What follows belongs to an exercise in optimizing a design on an open flow for small area, a short achievable clock period and few clock cycles per item; a production flow would make more cautious choices.
In this exercise RTL edits were held to simulation tests only and were not proved equivalent to the original.
Power and IR drop assume default switching activity.

==> maple <==
// process_scheduler
module process_scheduler #(
  parameter int NUM_PROC = 32,
  parameter int IDX_W    = 5,
  parameter int ADDR_W   = 16
) (
  input  logic              clock,
  input  logic              reset,
  input  logic              create_en,
  input  logic [IDX_W-1:0]  create_idx,
  input  logic [ADDR_W-1:0] create_pc,
  input  logic              save_en,
  input  logic [IDX_W-1:0]  save_idx,
  input  logic [ADDR_W-1:0] save_pc,
  input  logic              save_halt,
  input  logic              sched_req,
  output logic              sched_busy,
  output logic              sched_done,
  output logic              next_valid,
  output logic [IDX_W-1:0]  indice_prox_proc,
  output logic [ADDR_W-1:0] pc_prox_proc,
  output logic [IDX_W:0]    ready_count
);
Settings: LEC_CHECK=0, CAP_MARGIN=20, CORE_MARGIN=2, CORE_UTILIZATION=40, CTS_BUF_LIST=sky130_fd_sc_hd__clkbuf_8, CTS_CLUSTER_DIAMETER=80, CTS_CLUSTER_SIZE=12, SLEW_MARGIN=20; clock period 20.0 ns.
standard.sh (not shown) runs the stock make flow with config.mk's settings and CLKGATE_MAP_FILE= SYNTH_SCRIPT=/design/flow/synth_recipe.tcl, a recipe that flattens the netlist after the stock synthesis.
==> flow/flow/run.sh <==
#!/bin/bash
set -euo pipefail
K=("BUFFER_PORTS_ARGS=-buffer_cell sky130_fd_sc_hd__buf_4" REMOVE_ABC_BUFFERS=1 SKIP_GATE_CLONING=1)
bash standard.sh "${K[@]}" SETUP_SLACK_MARGIN=14 synth floorplan place > flow_part1_synth_floorplan_place.log 2>&1
bash standard.sh "${K[@]}" SETUP_SLACK_MARGIN=13.5 cts > flow_part2_cts.log 2>&1
bash standard.sh "${K[@]}" SETUP_SLACK_MARGIN=13.5 finish > flow_part3_route_finish.log 2>&1
==> yarrow (differences from maple) <==
==> flow/design.v (replaced) <==
module process_scheduler #(
  parameter int NUM_PROC = 32,
  parameter int IDX_W    = 5,
  parameter int ADDR_W   = 16
) (
  input  logic              clock,
  input  logic              reset,
  input  logic              create_en,
  input  logic [IDX_W-1:0]  create_idx,
  input  logic [ADDR_W-1:0] create_pc,
  input  logic              save_en,
  input  logic [IDX_W-1:0]  save_idx,
  input  logic [ADDR_W-1:0] save_pc,
  input  logic              save_halt,
  input  logic              sched_req,
  output logic              sched_busy,
  output logic              sched_done,
  output logic              next_valid,
  output logic [IDX_W-1:0]  indice_prox_proc,
  output logic [ADDR_W-1:0] pc_prox_proc,
  output logic [IDX_W:0]    ready_count
);
  logic [NUM_PROC-1:0] r_rdy;
  logic [ADDR_W-1:0]   r_pc [NUM_PROC];
  logic [IDX_W-1:0]    r_last;
  logic                r_valid;
  logic                r_pend;
  logic [IDX_W:0]      r_cnt;
  logic [NUM_PROC-1:0] w_hi, w_rdy_hi, w_oh_hi, w_oh_all, w_c0_oh;
  logic                w_any_hi, w_c0_v;
  logic [IDX_W-1:0]    w_c0_idx;
  logic [ADDR_W-1:0]   w_c0_pc;
  always_comb begin
    logic seen_hi, seen_all;
    seen_hi  = 1'b0;
    seen_all = 1'b0;
    for (int i = 0; i < NUM_PROC; i++) begin
      w_hi[i]     = (i != 0) && (IDX_W'(i) > r_last);
      w_rdy_hi[i] = r_rdy[i] & w_hi[i];
      w_oh_hi[i]  = w_rdy_hi[i] & ~seen_hi;
      w_oh_all[i] = r_rdy[i] & ~seen_all;
      seen_hi     = seen_hi | w_rdy_hi[i];
      seen_all    = seen_all | r_rdy[i];
    end
    w_any_hi = seen_hi;
    w_c0_v   = seen_all;
    w_c0_oh  = w_any_hi ? w_oh_hi : w_oh_all;
    w_c0_idx = '0;
    w_c0_pc  = '0;
    for (int i = 1; i < NUM_PROC; i++) begin
      w_c0_idx = w_c0_idx | ({IDX_W{w_c0_oh[i]}} & IDX_W'(i));
      w_c0_pc  = w_c0_pc | ({ADDR_W{w_c0_oh[i]}} & r_pc[i]);
    end
  end
  logic w_cv, w_sv, w_svr, w_svh;
  assign w_cv  = create_en && create_idx != '0;
  assign w_sv  = save_en && save_idx != '0 && !(w_cv && create_idx == save_idx);
  assign w_svr = w_sv && !save_halt;
  assign w_svh = w_sv && save_halt;
  logic c_wrap, s_wrap, a_wrap;
  logic c_le_a, s_le_a, c_lt_s;
  assign c_wrap = create_idx <= r_last;
  assign s_wrap = save_idx <= r_last;
  assign a_wrap = !w_any_hi;
  assign c_le_a = (c_wrap != a_wrap) ? a_wrap : (create_idx <= w_c0_idx);
  assign s_le_a = (s_wrap != a_wrap) ? a_wrap : (save_idx <= w_c0_idx);
  assign c_lt_s = (c_wrap != s_wrap) ? s_wrap : (create_idx < save_idx);
  logic w_req, w_slow, w_fast;
  logic w_sel_c, w_sel_s, w_sel_a, w_hit;
  logic [IDX_W-1:0]  w_sel_idx;
  logic [ADDR_W-1:0] w_sel_pc;
  assign w_req   = sched_req | r_pend;
  assign w_slow  = sched_req && w_svh && w_c0_v && save_idx == w_c0_idx;
  assign w_fast  = w_req && !w_slow;
  assign w_sel_c = w_cv && (!w_c0_v || c_le_a) && (!w_svr || c_lt_s);
  assign w_sel_s = w_svr && !w_sel_c && (!w_c0_v || s_le_a);
  assign w_sel_a = w_c0_v && !w_sel_c && !w_sel_s;
  assign w_hit   = w_cv || w_svr || w_c0_v;
  assign w_sel_idx = w_sel_c ? create_idx : (w_sel_s ? save_idx : w_c0_idx);
  assign w_sel_pc  = w_sel_c ? create_pc : (w_sel_s ? save_pc : w_c0_pc);
  logic [NUM_PROC-1:0] w_wc, w_ws, w_rdy_nxt;
  always_comb begin
    for (int i = 0; i < NUM_PROC; i++) begin
      w_wc[i] = w_cv && create_idx == IDX_W'(i);
      w_ws[i] = w_sv && save_idx == IDX_W'(i);
      w_rdy_nxt[i] = (w_wc[i] | (w_ws[i] ? !save_halt : r_rdy[i])) &
                     ~(w_fast & ((w_sel_c & w_wc[i]) | (w_sel_s & w_ws[i]) |
                                 (w_sel_a & w_c0_oh[i])));
    end
    w_rdy_nxt[0] = 1'b0;
  end
  always_ff @(posedge clock) begin
    for (int i = 1; i < NUM_PROC; i++) begin
      logic wr_c, wr_s, hold;
      wr_c = w_wc[i];
      wr_s = w_ws[i] & !save_halt;
      hold = !(wr_c | wr_s);
      r_pc[i] <= ({ADDR_W{wr_c}} & create_pc) | ({ADDR_W{wr_s}} & save_pc) |
                 ({ADDR_W{hold}} & r_pc[i]);
    end
  end
  logic c_old, s_old;
  logic [IDX_W:0] w_cnt_nxt;
  assign c_old = r_rdy[create_idx];
  assign s_old = r_rdy[save_idx];
  always_comb begin
    w_cnt_nxt = r_cnt;
    if (w_cv && !c_old) w_cnt_nxt = w_cnt_nxt + 1'b1;
    if (w_svr && !s_old) w_cnt_nxt = w_cnt_nxt + 1'b1;
    if (w_svh && s_old) w_cnt_nxt = w_cnt_nxt - 1'b1;
    if (w_fast && w_hit) w_cnt_nxt = w_cnt_nxt - 1'b1;
  end
  always_ff @(posedge clock) begin
    if (reset) begin
      r_rdy        <= '0;
      r_cnt        <= '0;
      r_pend       <= 1'b0;
      sched_done   <= 1'b0;
      r_valid      <= 1'b0;
      r_last       <= '0;
      pc_prox_proc <= '0;
    end else begin
      r_rdy      <= w_rdy_nxt;
      r_cnt      <= w_cnt_nxt;
      r_pend     <= sched_req && w_slow;
      sched_done <= w_fast;
      if (w_fast) begin
        r_valid      <= w_hit;
        pc_prox_proc <= w_sel_pc;
        if (w_hit) r_last <= w_sel_idx;
      end
    end
  end
  assign sched_busy       = r_pend;
  assign next_valid       = r_valid;
  assign indice_prox_proc = r_valid ? r_last : '0;
  assign ready_count      = r_cnt;
endmodule
==> flow/run.sh (new file) <==
#!/bin/bash
# synth_recipe.tcl (not shown) runs the flow's synth.tcl, then flattens the netlist and writes it again
# the make line also repeats each setting of config.mk as NAME=value (left out here)
make -C /OpenROAD-flow-scripts/flow DESIGN_CONFIG=/design/flow/config.mk WORK_HOME=/design/flow/orfs CLKGATE_MAP_FILE= SYNTH_SCRIPT=/design/flow/synth_recipe.tcl finish
--- a/flow/config.mk
+++ b/flow/config.mk
@@ -6,9 +6,6 @@
 export NUM_CORES = 4
 export LEC_CHECK = 0
 export CAP_MARGIN = 20
 export CORE_MARGIN = 2
 export CORE_UTILIZATION = 40
-export CTS_BUF_LIST = sky130_fd_sc_hd__clkbuf_8
-export CTS_CLUSTER_DIAMETER = 80
-export CTS_CLUSTER_SIZE = 12
 export SLEW_MARGIN = 20
removed: flow/flow/run.sh
removed: flow/standard.sh
==> summary of the runs <==
yarrow completed without violations. maple completed without violations.
In yarrow the sequential power is larger than in maple, by about 8%.
Against maple, the area after synthesis of yarrow is larger by 0.96%.
In yarrow the sequential share of layout area is lower than in maple, by 1.1 points.
Of maple and yarrow, yarrow has the higher design area (gap 3.2%, measured against yarrow).
Testbench counts of maple, summed over its fixed seeds: cycles 2,408, requests 2,400.
Testbench counts of yarrow, summed over its fixed seeds: cycles 2,408, requests 2,400.

========
==> inputs of 04-09 <==
process_scheduler, a different RTL version from the one above (not shown whole).
// process_scheduler
module process_scheduler #(
  parameter int NUM_PROC = 32,
  parameter int IDX_W    = 5,
  parameter int ADDR_W   = 16
) (
  input  logic              clock,
  input  logic              reset,
  input  logic              create_en,
  input  logic [IDX_W-1:0]  create_idx,
  input  logic [ADDR_W-1:0] create_pc,
  input  logic              save_en,
  input  logic [IDX_W-1:0]  save_idx,
  input  logic [ADDR_W-1:0] save_pc,
  input  logic              save_halt,
  input  logic              sched_req,
  output logic              sched_busy,
  output logic              sched_done,
  output logic              next_valid,
  output logic [IDX_W-1:0]  indice_prox_proc,
  output logic [ADDR_W-1:0] pc_prox_proc,
  output logic [IDX_W:0]    ready_count
);
export LEC_CHECK = 0
export CAP_MARGIN = 20
export CORE_MARGIN = 2
export CORE_UTILIZATION = 40
export CTS_BUF_LIST = sky130_fd_sc_hd__clkbuf_8
export CTS_CLUSTER_DIAMETER = 80
export CTS_CLUSTER_SIZE = 12
export SLEW_MARGIN = 20
create_clock -name core_clock -period 20.0 [get_ports {clock}]
==> flow/flow/run.sh <==
#!/bin/bash
set -euo pipefail
bash standard.sh SETUP_SLACK_MARGIN=14 synth floorplan place > flow_part1_synth_floorplan_place.log 2>&1
bash standard.sh SETUP_SLACK_MARGIN=13.5 cts > flow_part2_cts.log 2>&1
bash standard.sh SETUP_SLACK_MARGIN=0 finish > flow_part3_route_finish.log 2>&1
==> inputs of 08-26, as changes to 04-09 <==
--- a/flow/design.v
+++ b/flow/design.v
@@ -22,95 +22,96 @@
 );
   logic [NUM_PROC-1:0] r_rdy;
   logic [ADDR_W-1:0]   r_pc [NUM_PROC];
   logic [IDX_W-1:0]    r_last;
   logic                r_valid;
   logic                r_pend;
   logic [IDX_W:0]      r_cnt;
-  logic [NUM_PROC-1:0] w_hi, w_rdy_hi, w_oh_hi, w_oh_all, w_c0_oh;
+  logic [NUM_PROC-1:0] w_hi, w_rdy_hi, w_c0_oh;
   logic                w_any_hi, w_c0_v;
   logic [IDX_W-1:0]    w_c0_idx;
   logic [ADDR_W-1:0]   w_c0_pc;
   logic [NUM_PROC-1:0] w_before;
   always_comb begin
     logic seen_hi, seen_all;
     logic [NUM_PROC-1:0] p_hi, p_all;
     seen_hi  = 1'b0;
     seen_all = 1'b0;
     for (int i = 0; i < NUM_PROC; i++) begin
       w_hi[i]     = (i != 0) && (IDX_W'(i) > r_last);
       w_rdy_hi[i] = r_rdy[i] & w_hi[i];
-      p_hi[i]     = seen_hi;
-      p_all[i]    = seen_all;
-      w_oh_hi[i]  = w_rdy_hi[i] & ~seen_hi;
-      w_oh_all[i] = r_rdy[i] & ~seen_all;
-      seen_hi     = seen_hi | w_rdy_hi[i];
-      seen_all    = seen_all | r_rdy[i];
     end
-    w_any_hi = seen_hi;
-    w_c0_v   = seen_all;
-    w_c0_oh  = w_any_hi ? w_oh_hi : w_oh_all;
+    p_hi  = w_rdy_hi << 1;
+    p_all = r_rdy << 1;
+    for (int d = 1; d < NUM_PROC; d = d * 2) begin
+      p_hi  = p_hi | (p_hi << d);
+      p_all = p_all | (p_all << d);
+    end
+    w_any_hi = |w_rdy_hi;
+    w_c0_v   = |r_rdy;
     w_before = (w_hi & p_hi) | (~w_hi & ({NUM_PROC{w_any_hi}} | p_all));
+    w_c0_oh  = r_rdy & ~w_before;
     w_c0_idx = '0;
     w_c0_pc  = '0;
     for (int i = 1; i < NUM_PROC; i++) begin
       w_c0_idx = w_c0_idx | ({IDX_W{w_c0_oh[i]}} & IDX_W'(i));
       w_c0_pc  = w_c0_pc | ({ADDR_W{w_c0_oh[i]}} & r_pc[i]);
     end
   end
-  logic w_cv, w_sv, w_svr, w_svh;
+  logic w_cv, w_sr, w_sv, w_svr, w_svh;
   assign w_cv  = create_en && create_idx != '0;
+  assign w_sr  = save_en && save_idx != '0 && !save_halt;
   assign w_sv  = save_en && save_idx != '0 && !(w_cv && create_idx == save_idx);
   assign w_svr = w_sv && !save_halt;
   assign w_svh = w_sv && save_halt;
   function automatic logic lt_idx(input logic [IDX_W-1:0] a, input logic [IDX_W-1:0] b);
     logic lt, eq;
     lt = 1'b0;
     eq = 1'b1;
     for (int k = IDX_W - 1; k >= 0; k--) begin
       lt = lt | (eq & ~a[k] & b[k]);
       eq = eq & ~(a[k] ^ b[k]);
     end
     lt_idx = lt;
   endfunction
-  logic c_first, s_first, c_lt_s, c_hi, s_hi;
+  logic c_first, s_first, c_le_s, c_hi, s_hi;
   assign c_first = !w_before[create_idx];
   assign s_first = !w_before[save_idx];
   assign c_hi    = w_hi[create_idx];
   assign s_hi    = w_hi[save_idx];
-  assign c_lt_s  = (c_hi != s_hi) ? c_hi : lt_idx(create_idx, save_idx);
+  assign c_le_s  = (c_hi != s_hi) ? c_hi : !lt_idx(save_idx, create_idx);
   logic w_req, w_slow, w_fast;
   logic w_sel_c, w_sel_s, w_sel_a, w_hit;
   logic [IDX_W-1:0]  w_sel_idx;
   logic [ADDR_W-1:0] w_sel_pc;
   assign w_req   = sched_req | r_pend;
-  assign w_slow  = sched_req && w_svh && r_rdy[save_idx] && s_first;
+  assign w_slow  = sched_req && save_en && save_halt && r_rdy[save_idx] && s_first;
   assign w_fast  = w_req && !w_slow;
-  assign w_sel_c = w_cv && c_first && (!w_svr || c_lt_s);
-  assign w_sel_s = w_svr && !w_sel_c && s_first;
+  assign w_sel_c = w_cv && c_first && (!w_sr || c_le_s);
+  assign w_sel_s = w_sr && !w_sel_c && s_first;
   assign w_sel_a = w_c0_v && !w_sel_c && !w_sel_s;
-  assign w_hit   = w_cv || w_svr || w_c0_v;
+  assign w_hit   = w_cv || w_sr || w_c0_v;
   assign w_sel_idx = w_sel_c ? create_idx : (w_sel_s ? save_idx : w_c0_idx);
   assign w_sel_pc  = w_sel_c ? create_pc : (w_sel_s ? save_pc : w_c0_pc);
   logic [NUM_PROC-1:0] w_wc, w_ws, w_rdy_nxt;
   always_comb begin
     for (int i = 0; i < NUM_PROC; i++) begin
-      w_wc[i] = w_cv && create_idx == IDX_W'(i);
-      w_ws[i] = w_sv && save_idx == IDX_W'(i);
+      w_wc[i] = (i != 0) && create_en && create_idx == IDX_W'(i);
+      w_ws[i] = (i != 0) && save_en && save_idx == IDX_W'(i);
       w_rdy_nxt[i] = (w_wc[i] | (w_ws[i] ? !save_halt : r_rdy[i])) &
                      ~(w_fast & ((w_sel_c & w_wc[i]) | (w_sel_s & w_ws[i]) |
                                  (w_sel_a & w_c0_oh[i])));
     end
     w_rdy_nxt[0] = 1'b0;
   end
   always_ff @(posedge clock) begin
     for (int i = 1; i < NUM_PROC; i++) begin
       logic wr_c, wr_s, hold;
       wr_c = w_wc[i];
-      wr_s = w_ws[i] & !save_halt;
+      wr_s = w_ws[i] & w_svr;
       hold = !(wr_c | wr_s);
       r_pc[i] <= ({ADDR_W{wr_c}} & create_pc) | ({ADDR_W{wr_s}} & save_pc) |
                  ({ADDR_W{hold}} & r_pc[i]);
     end
   end
   logic c_old, s_old, d_c, d_s_up, d_s_dn, d_sel;
   logic [IDX_W:0] w_cnt_nxt, cnt_p1, cnt_p2, cnt_m1, cnt_m2;
==> flow/flow/run.sh (replaced) <==
#!/bin/bash
set -euo pipefail
K=("BUFFER_PORTS_ARGS=-buffer_cell sky130_fd_sc_hd__buf_4" REMOVE_ABC_BUFFERS=1 SKIP_GATE_CLONING=1)
RESULTS=orfs/results/$FLOW_PLATFORM/process_scheduler/base
LIB=$FLOW_HOME/platforms/$FLOW_PLATFORM/lib/sky130_fd_sc_hd__tt_025C_1v80.lib

bash standard.sh "${K[@]}" SETUP_SLACK_MARGIN=14 synth floorplan > flow_part1_synth_floorplan.log 2>&1

# The platform's don't-use cells, as its config.mk lists them.
DONT_USE=$(sed -n '/^export DONT_USE_CELLS += /,/^$/p' "$FLOW_HOME/platforms/$FLOW_PLATFORM/config.mk" \
  | tr -s ' \\\t' '\n' | grep '^sky130' || true)
python3 flow/filter_lib.py "$LIB" lib_no_dont_use.lib $DONT_USE > flow_part2_filter_lib.log 2>&1
mkdir -p restructure_work
RS_RESULTS=$RESULTS RS_LIB=$LIB RS_LIB_FILTERED=$PWD/lib_no_dont_use.lib RS_WORK=$PWD/restructure_work \
  openroad -no_init -exit flow/restructure.tcl > flow_part3_restructure.log 2>&1
touch "$RESULTS/2_floorplan.odb"

bash standard.sh "${K[@]}" SETUP_SLACK_MARGIN=14 place > flow_part4_place.log 2>&1
bash standard.sh "${K[@]}" SETUP_SLACK_MARGIN=13.5 cts > flow_part5_cts.log 2>&1
bash standard.sh "${K[@]}" SETUP_SLACK_MARGIN=13.5 finish > flow_part6_route_finish.log 2>&1
==> flow/flow/filter_lib.py (new file) <==
#!/usr/bin/env python3
"""Copy a Liberty file without the cells named on the command line (glob patterns), so
that logic restructuring cannot pick a cell the platform marks don't-use."""
import fnmatch
import re
import sys

src, dst, pats = sys.argv[1], sys.argv[2], sys.argv[3:]
text = open(src).read()
out = []
pos = 0
cell_re = re.compile(r'^\s*cell\s*\(\s*"?([^")\s]+)"?\s*\)\s*\{', re.M)
dropped = 0
for m in cell_re.finditer(text):
    if m.start() < pos:
        continue
    name = m.group(1)
    if not any(fnmatch.fnmatch(name, p) for p in pats):
        continue
    depth, i = 0, m.end() - 1
    while True:
        c = text[i]
        if c == '{':
            depth += 1
        elif c == '}':
            depth -= 1
            if depth == 0:
                break
        i += 1
    out.append(text[pos:m.start()])
    pos = i + 1
    dropped += 1
out.append(text[pos:])
open(dst, 'w').write(''.join(out))
print(f"dropped {dropped} cells")
==> flow/flow/restructure.tcl (new file) <==
# Area-oriented logic restructuring (OpenROAD's restructure, which re-maps the
# combinational logic between registers with ABC) on the floorplanned design, before
# placement. Registers are not touched. The Liberty file given to ABC has the
# platform's don't-use cells removed.
set results $::env(RS_RESULTS)
read_db $results/2_floorplan.odb
read_liberty $::env(RS_LIB)
read_sdc $results/2_floorplan.sdc
source $::env(FLOW_HOME)/platforms/$::env(FLOW_PLATFORM)/setRC.tcl
report_design_area
restructure -target area -liberty_file $::env(RS_LIB_FILTERED) \
  -tielo_port sky130_fd_sc_hd__conb_1/LO -tiehi_port sky130_fd_sc_hd__conb_1/HI \
  -work_dir $::env(RS_WORK) -slack_threshold 0 -depth_threshold 16
report_design_area
write_db $results/2_floorplan.odb
==> inputs of 12-24, as changes to 04-09 <==
--- a/flow/design.v
+++ b/flow/design.v
@@ -53,64 +53,65 @@
     w_c0_idx = '0;
     w_c0_pc  = '0;
     for (int i = 1; i < NUM_PROC; i++) begin
       w_c0_idx = w_c0_idx | ({IDX_W{w_c0_oh[i]}} & IDX_W'(i));
       w_c0_pc  = w_c0_pc | ({ADDR_W{w_c0_oh[i]}} & r_pc[i]);
     end
   end
-  logic w_cv, w_sv, w_svr, w_svh;
+  logic w_cv, w_sr, w_sv, w_svr, w_svh;
   assign w_cv  = create_en && create_idx != '0;
+  assign w_sr  = save_en && save_idx != '0 && !save_halt;
   assign w_sv  = save_en && save_idx != '0 && !(w_cv && create_idx == save_idx);
   assign w_svr = w_sv && !save_halt;
   assign w_svh = w_sv && save_halt;
   function automatic logic lt_idx(input logic [IDX_W-1:0] a, input logic [IDX_W-1:0] b);
     logic lt, eq;
     lt = 1'b0;
     eq = 1'b1;
     for (int k = IDX_W - 1; k >= 0; k--) begin
       lt = lt | (eq & ~a[k] & b[k]);
       eq = eq & ~(a[k] ^ b[k]);
     end
     lt_idx = lt;
   endfunction
-  logic c_first, s_first, c_lt_s, c_hi, s_hi;
+  logic c_first, s_first, c_le_s, c_hi, s_hi;
   assign c_first = !w_before[create_idx];
   assign s_first = !w_before[save_idx];
   assign c_hi    = w_hi[create_idx];
   assign s_hi    = w_hi[save_idx];
-  assign c_lt_s  = (c_hi != s_hi) ? c_hi : lt_idx(create_idx, save_idx);
+  assign c_le_s  = (c_hi != s_hi) ? c_hi : !lt_idx(save_idx, create_idx);
   logic w_req, w_slow, w_fast;
   logic w_sel_c, w_sel_s, w_sel_a, w_hit;
   logic [IDX_W-1:0]  w_sel_idx;
   logic [ADDR_W-1:0] w_sel_pc;
   assign w_req   = sched_req | r_pend;
-  assign w_slow  = sched_req && w_svh && r_rdy[save_idx] && s_first;
+  assign w_slow  = sched_req && save_en && save_halt && r_rdy[save_idx] && s_first;
   assign w_fast  = w_req && !w_slow;
-  assign w_sel_c = w_cv && c_first && (!w_svr || c_lt_s);
-  assign w_sel_s = w_svr && !w_sel_c && s_first;
+  assign w_sel_c = w_cv && c_first && (!w_sr || c_le_s);
+  assign w_sel_s = w_sr && !w_sel_c && s_first;
   assign w_sel_a = w_c0_v && !w_sel_c && !w_sel_s;
-  assign w_hit   = w_cv || w_svr || w_c0_v;
+  assign w_hit   = w_cv || w_sr || w_c0_v;
   assign w_sel_idx = w_sel_c ? create_idx : (w_sel_s ? save_idx : w_c0_idx);
   assign w_sel_pc  = w_sel_c ? create_pc : (w_sel_s ? save_pc : w_c0_pc);
   logic [NUM_PROC-1:0] w_wc, w_ws, w_rdy_nxt;
   always_comb begin
     for (int i = 0; i < NUM_PROC; i++) begin
-      w_wc[i] = w_cv && create_idx == IDX_W'(i);
-      w_ws[i] = w_sv && save_idx == IDX_W'(i);
+      w_wc[i] = (i != 0) && create_en && create_idx == IDX_W'(i);
+      w_ws[i] = (i != 0) && save_en && save_idx == IDX_W'(i);
       w_rdy_nxt[i] = (w_wc[i] | (w_ws[i] ? !save_halt : r_rdy[i])) &
                      ~(w_fast & ((w_sel_c & w_wc[i]) | (w_sel_s & w_ws[i]) |
                                  (w_sel_a & w_c0_oh[i])));
     end
     w_rdy_nxt[0] = 1'b0;
   end
   always_ff @(posedge clock) begin
     for (int i = 1; i < NUM_PROC; i++) begin
       logic wr_c, wr_s, hold;
       wr_c = w_wc[i];
-      wr_s = w_ws[i] & !save_halt;
+      wr_s = w_ws[i] & w_svr;
       hold = !(wr_c | wr_s);
       r_pc[i] <= ({ADDR_W{wr_c}} & create_pc) | ({ADDR_W{wr_s}} & save_pc) |
                  ({ADDR_W{hold}} & r_pc[i]);
     end
   end
   logic c_old, s_old, d_c, d_s_up, d_s_dn, d_sel;
   logic [IDX_W:0] w_cnt_nxt, cnt_p1, cnt_p2, cnt_m1, cnt_m2;
==> flow/flow/run.sh (replaced) <==
#!/bin/bash
set -euo pipefail
K=("BUFFER_PORTS_ARGS=-buffer_cell sky130_fd_sc_hd__buf_4" REMOVE_ABC_BUFFERS=1)
bash standard.sh "${K[@]}" SETUP_SLACK_MARGIN=14 synth floorplan place > flow_part1_synth_floorplan_place.log 2>&1
bash standard.sh "${K[@]}" SETUP_SLACK_MARGIN=13.5 cts > flow_part2_cts.log 2>&1
bash standard.sh "${K[@]}" SETUP_SLACK_MARGIN=13.5 finish > flow_part3_route_finish.log 2>&1
==> results_dict.tcl <==
set metrics [dict create \
    layout_common_cells "nand2_1, a22oi_1, dfxtp_1" \
    grt_pass1_vias 29891 \
    status "complete, no violations" \
    synth_common_cells "nand2_1, a22oi_1, dfxtp_1" \
    first_pass_iters 8 \
    synth_xor_area_share_pct 0.299 \
]
That was 04-09.
==> results_dict.tcl <==
set metrics [dict create \
    first_pass_iters 7 \
    grt_pass1_vias 30018 \
    layout_common_cells "nand2_1, dfxtp_1, a22oi_1" \
    status "complete, no violations" \
    synth_common_cells "nand2_1, dfxtp_1, a22oi_1" \
    synth_xor_area_share_pct 0.210 \
]
That was 12-24.
==> results_dict.tcl <==
set metrics [dict create \
    status "complete, no violations" \
    layout_common_cells "clkinv_1, dfxtp_1, a222oi_1" \
    synth_common_cells "nand2_1, a22oi_1, dfxtp_1" \
    reg2reg_depth 22 \
    core-area_um2 71500 \
]
That was 08-26.
Testbench counts of 04-09, summed over its fixed seeds: cycles 2,408, requests 2,400.
Testbench counts of 08-26, summed over its fixed seeds: cycles 2,408, requests 2,400.
Testbench counts of 12-24, summed over its fixed seeds: cycles 2,408, requests 2,400.

[re-timing with driven ports]
The results above use ideal ports. As a check the final layouts listed here were re-extracted and re-timed, cells and wires unchanged.
Step 1 (the two cells are an assumption about what drives the block):
set clk [get_ports {clock}]
set_driving_cell -lib_cell sky130_fd_sc_hd__clkbuf_16 $clk
set_driving_cell -lib_cell sky130_fd_sc_hd__buf_2 [delete_from_list [all_inputs] $clk]
Step 2, shift: input delay + t, output delay - t, t = (earliest + latest rising clock arrival at the registers) / 2. This alone moves slack from input paths to output paths.
Slacks: ideal / step 1 / step 2; pairs: ideal / step 1.
run | shift t [ns] | slack for setup (ns) | pins driven straight from the clock port
maple | 0.775 | 13.516 / 13.492 / 12.717 | 1
yarrow | 0.710 | 11.607 / 11.607 / 11.296 | 1
04-09 | 0.758 | 13.245 / 13.257 / 12.499 | 1
08-26 | 0.726 | 13.499 / 13.516 / 12.790 | 1
12-24 | 0.752 | 13.484 / 13.464 / 12.713 | 1
After both steps every run listed still meets setup and hold. For maple, which loses most, drivers alone change the setup slack by -0.024 ns; drivers and shift together by -0.799 ns.
